From an optimization exercise on the open Yosys and OpenROAD flow, aimed at small area, a short achievable clock period and few clock cycles; shortcuts taken in it are not production practice. No run shown here included a check of the RTL's function; only the layout flow was run. No activity file was given, so power comes from the tool's default toggle rates.

==> flow/design.v (outline; a module is shown in full before it is edited, if it fits) <==
// module systolic_ws_stream: 3825 lines
// module ws_fa: 10 lines
// module ws_ha: 9 lines
module systolic_ws_stream (
    input  logic        clk,
    input  logic        rst,
    input  logic        start_i,
    input  logic        reuse_w_i,
    input  logic        w_valid_i,
    input  logic [31:0] w_data_i,
    output logic        w_ready_o,
    input  logic        a_valid_i,
    input  logic [31:0] a_data_i,
    input  logic        a_last_i,
    output logic        a_ready_o,
    output logic        o_valid_o,
    output logic [71:0] o_data_o,
    output logic        busy_o,
    output logic        done_o
);
  // ...
==> flow/run.sh <==
#!/bin/bash
# synth_recipe.tcl (not shown) runs the flow's synth.tcl, then flattens the netlist and writes it again
# the make line also repeats each setting of config.mk as NAME=value (left out here)
make -C /OpenROAD-flow-scripts/flow DESIGN_CONFIG=/design/flow/config.mk WORK_HOME=/design/flow/orfs CLKGATE_MAP_FILE= SYNTH_SCRIPT=/design/flow/synth_recipe.tcl finish
==> flow/config.mk <==
export PLATFORM = sky130hd
export DESIGN_NAME = systolic_ws_stream
export DESIGN_NICKNAME = systolic_ws_stream
export VERILOG_FILES = /design/flow/design.v
export SDC_FILE = /design/flow/constraint.sdc
export NUM_CORES = 4
export LEC_CHECK = 0
export CAP_MARGIN = 20
export CORE_MARGIN = 2
export CORE_UTILIZATION = 40
export CTS_BUF_LIST = sky130_fd_sc_hd__clkbuf_8
export CTS_CLUSTER_SIZE = 30
export SETUP_SLACK_MARGIN = 4.4
export SLEW_MARGIN = 20
export SYNTH_HIERARCHICAL = 1
==> flow/constraint.sdc <==
create_clock -name core_clock -period 7.0 [get_ports {clk}]
set_input_delay 1.4000 -clock core_clock [delete_from_list [all_inputs] [get_ports {clk}]]
set_output_delay 1.4000 -clock core_clock [all_outputs]
set_load 0.01 [all_outputs]
==> flow_metrics.tcl, run 1 <==
set metrics [dict create \
    stdcell_count 4921 \
    relSlewSlack 0.347 \
    num_antenna_cells 2 \
    fin_util 0.460 \
    holdWs_ns 0.325 \
    pg_clk_mw 4.31 \
    fin_crit_sh 0.393 \
    synth_ff_type "dfxtp_1" \
    io_buffers 147 \
    rr_worst_depth 9 \
    status "timing/DRC/antenna clean" \
    tightest_slew_ns 0.979 \
    powerSeq_mw 4.35 \
    post_drt_wl_per_cell_um 22.8 \
    largest_reg_flops 128 \
    seq_share 0.351 \
    largestClassByArea "multi-input combinational cells" \
    nets 4177 \
    top_regs "wgt_q x128, oData_q x72" \
    muxShareOfSynthArea 0.000794 \
    cts_buffers 134 \
    antenna_found_initial 16 \
    rsz0062_at_grt "true" \
    max_freq_mhz 364 \
    vias 26000 \
    internal_power_mw 6.80 \
    setup_tns_ns 0 \
    num-nonclk-inverters 210 \
    post-route-cell-area_um2 46700 \
    worstSetupStartpointType "flip-flop" \
    yosysWarnings 21 \
    cp-endpoint "a_ready_o" \
    seq_area_um2 16400 \
    grt_pass1_wl_um 172000 \
    place_congestion 0.856 \
]
==> inputs of run 2 (changes only) <==
--- a/flow/config.mk
+++ b/flow/config.mk
@@ -8,8 +8,6 @@
 export CAP_MARGIN = 20
 export CORE_MARGIN = 2
 export CORE_UTILIZATION = 40
-export CTS_BUF_LIST = sky130_fd_sc_hd__clkbuf_8
-export CTS_CLUSTER_SIZE = 30
 export SETUP_SLACK_MARGIN = 4.4
 export SLEW_MARGIN = 20
 export SYNTH_HIERARCHICAL = 1
==> run 2 against run 1 <==
Non-clock buffer count increased by 2. Wire length increased by 0.21%. Synthesized cell count unchanged. Clock power increased by 4.9%. Core utilization decreased by 0.17 points. Die area unchanged. Worst hold slack improved by 0.00097 ns. Critical path depth increased by 3. Register-to-register slack improved by 0.04 ns. Clock-buffer cell count decreased by 46.
==> flow_metrics.tcl, run 2 <==
set metrics [dict create \
    layout_commonest_cell "xnor2_1" \
    grt_overflow 0 \
    grt_max_degree 130 \
    setup_viol_count_final 0 \
    io_buffers 147 \
    regMostFlops "wgt_q" \
    die_x_um 324 \
    cp_top_family "adder cells" \
    synth_ff_type "dfxtp_1" \
    io_pins 148 \
    rr_worst_depth 4 \
    final.setup_skew_ns 0.0330 \
    synthCells 3347 \
    hold-path-endpoint "cut2c2_p0_1_q$_DFF_P_" \
    end_kind "flip-flop" \
    first_iter_violations 2123 \
    ff2ff_setup_slack_ns 4.38 \
    syn_nets 4075 \
    rsz0062_at_grt "true" \
    yosysWarnings 21 \
    maxCapViolations 0 \
    synth_top_cells_by_area "dfxtp_1 (30%), fa_1 (26%), xnor2_1 (12%)" \
    finalMaxSlewViolations 0 \
    fin_total_pwr_mw 8.93 \
    dp_hpwl_um 80000 \
    worstSetupStartpointType "flip-flop" \
    antenna_found_initial 15 \
    clockRootBuffer "clkbuf_16" \
    cts_tree "built" \
    synth_edf_count 128 \
    cp_slowest_cell "dfxtp_1" \
    fin_crit_sh 0.374 \
    die_h_um 324 \
    viasPerCell 5.32 \
    cts_buffers 82 \
    yosysTopAreaCellShare 0.295 \
    area_growth_pct 13.6 \
    grt_usage 0.218 \
    synth_top_cell_by_area "dfxtp_1" \
    place_congestion 0.856 \
    criticalPathCategory "flip-flop to flip-flop" \
    hold_path_depth 0 \
    status "timing/DRC/antenna clean" \
    top_regs "wgt_q x128, oData_q x72" \
    setup_tns_ns 0 \
    hp-class "flip-flop to flip-flop" \
    ys_seq_area_frac 0.398 \
    crit-reg2reg-capture "cut1c2_p9_5_q$_DFF_P_" \
    max_freq_mhz 382 \
    ys_types 55 \
    synth.avg_cell_area_um2 12.2 \
    period_minus_slack_ns 2.62 \
    peakVddDrop_uv 158 \
    std_cell_rows 117 \
    holdWs_ns 0.326 \
    ys_ff_latch 746 \
    nets 4127 \
    cp_num_buf_inv 0 \
    worst-path-max-fanout 15 \
    worstPathArrival_ns 3.10 \
    cts_buffer_depth 3 \
    cts.sinks 746 \
    floorplan.die_area_um2 105000 \
    drt-total-wl_um 112000 \
    hold_viol 0 \
    reg2reg_from "twoN_q[6]$_DFF_P_" \
    mappedNetlistArea_um2 41000 \
    leakage_nw 19.6 \
    worst_path_largest_cell_delay_ns 0.94 \
    synthArstFlopShare 0.0188 \
    path_cells "o22ai_1 -> xnor2_1 -> fa_1 -> fa_1" \
    tightest_slew_ns 1.00 \
    largest_reg_flops 128 \
    fillers 9309 \
    hold_start "cut1c2_p0_1_q$_DFF_P_" \
    dr.pass1.iters 6 \
    cp_common_cell "fa_1" \
    post_drt_wl_per_cell_um 23.3 \
    synth.most_common_cell "dfxtp_1" \
    clock_latency_ns 0.65 \
    ant_nets 0 \
    htree_levels 3 \
    initial_core_util 0.403 \
    synthTopCellsByCount "dfxtp_1 (604), xnor2_1 (574), fa_1 (524)" \
    grt_pass1_wl_um 172000 \
    mostFrequentLayoutCells "xnor2_1 (574), dfxtp_1 (558), fa_1 (524)" \
    grt_pass1_vias 27500 \
    vias 25700 \
    route.detailed.drc 0 \
    relSlewSlack 0.331 \
    cts.clk_slew.worst_paths_ns 0.06 \
    critPathRequiredTime_ns 7.48 \
    core_um2 102000 \
    drive_above_1_share 0.102 \
    power_density_nw_per_um2 192 \
]
-- run 2: cell counts after synthesis --
Identical to the previous run, type by type.
-- run 2: area by class of cell --
cell class / instances / area (um^2) / share of cell area
well taps: 1368 / 1710 / 0.0368
flip-flops and latches: 746 / 16300 / 0.351
repair buffers: 190 / 1540 / 0.0332
diodes: 2 / 5.00 / 0.000108
clock inverters: 37 / 447 / 0.00960
inverters: 210 / 792 / 0.0170
clock buffers: 112 / 2370 / 0.0510
multi-input cells: 2169 / 23300 / 0.501
-- run 2: worst max path at each step --
| stage | start | cells past startpoint | end | slack, ns |
|---|---|---|---|---|
| 3_5_place_dp | w_valid_i | 6 | aRdy_q$_DFF_PP0_ | 3.74 |
| 3_3_place_gp | w_valid_i | 4 | wgt_q[2][7]$_DFFE_PP_ | 3.79 |
| 5_1_grt | cut2c1_p11_1_q$_DFF_P_ | 10 | oData_q[33]$_DFF_P_ | 4.34 |
| 2_1_floorplan | w_valid_i | 2 | wgt_q[0][0]$_DFFE_PP_ | 3.26 |
| 4_1_cts | aRdy_q$_DFF_PP0_ | 1 | a_ready_o | 4.35 |
| 6_report | twoN_q[6]$_DFF_P_ | 4 | cut1c2_p9_5_q$_DFF_P_ | 4.38 |
-- run 2: per-stage QoR --
step / area [um^2] / setup WS (ns) / util / instances
after floorplan: 41000 / 3.26 / - / 3347
after global placement: 43500 / 3.79 / 0.428 / 4671
after detailed placement: 43500 / 3.74 / 0.428 / 4671
after CTS: 46300 / 4.35 / 0.456 / 4826
after global routing: 46500 / 4.34 / 0.458 / 4832
final: 46500 / 4.38 / 0.458 / 4834
-- run 2: per-layer routing --
| metal | vias to the layer above | part of all wire | track usage | wire length, um |
|---|---|---|---|---|
| met3 | 251 | 0.097 | 0.0630 | 10900 |
| met1 | 13000 | 0.45 | 0.307 | 50100 |
| met4 | 28 | 0.027 | 0.0745 | 3020 |
| met5 | - | 0.0015 | 0 | 170 |
| met2 | 1160 | 0.43 | 0.321 | 48300 |
| li1 | 11300 | - | - | - |
-- run 2: timing repair --
action                                  4_1_cts  5_1_grt
gates resized for setup                     317       61
endpoints found under the setup margin      103      180
pin swaps                                     8       15
hold buffers                                  0        0
setup buffers                                 6        5
cloned                                        0        1
-- run 2: cells by family (layout without fill, tap and decap cells) --
family,Yosys count,after routing,synth area share
mux,3,3,0.000794
compound gates,594,594,0.0971
buf+inv,432,549,0.0415
simple gates,276,276,0.0295
other cells,0,2,0
xor+xnor,639,639,0.137
fa+ha+maj,657,657,0.297
flops,746,746,0.398
-- run 2: report_power, final --
| part | leakage (nW) | internal (mW) | switching (mW) |
|---|---|---|---|
| logic | 12.0 | 0.0402 | 0.0223 |
| registers | 6.21 | 4.35 | 0 |
| clock network | 1.38 | 2.69 | 1.83 |
| total | 19.6 | 7.08 | 1.86 |
-- run 2: Yosys stat by module (local to each module, per instance) --
module | copies in the design | cell area, um^2
systolic_ws_stream | 1 | 30100
ws_fa | 524 | 20.0
ws_ha | 32 | 12.5

separate check: timing with driven ports:
No port has a modelled driver above. Below, the same layouts with a new extraction and two added sets of constraints. Step 1 sets driving cells, clkbuf_16 on the clock port and buf_2 on the other inputs (assumed; they add their load-dependent delay and slew). Step 2 also shifts input and output timing later by t, the mid clock arrival at the registers, as if the neighbouring blocks saw the same clock. Three values: no drivers, after step 1, after step 2; two values: the first two.
run | t, ns | setup WS [ns] | worst hold slack (ns) | slew at the worst register clock pin (ns)
run 1 | 0.851 | 4.250 / 4.185 / 3.746 | 0.325 / 0.325 / 0.325 | 0.09 / 0.09
run 2 | 0.700 | 4.382 / 4.338 / 3.888 | 0.326 / 0.326 / 0.326 | 0.07 / 0.07
After both steps every run listed still meets setup and hold. For run 1, which loses most, drivers alone change the setup slack by -0.065 ns; drivers and shift together by -0.504 ns.
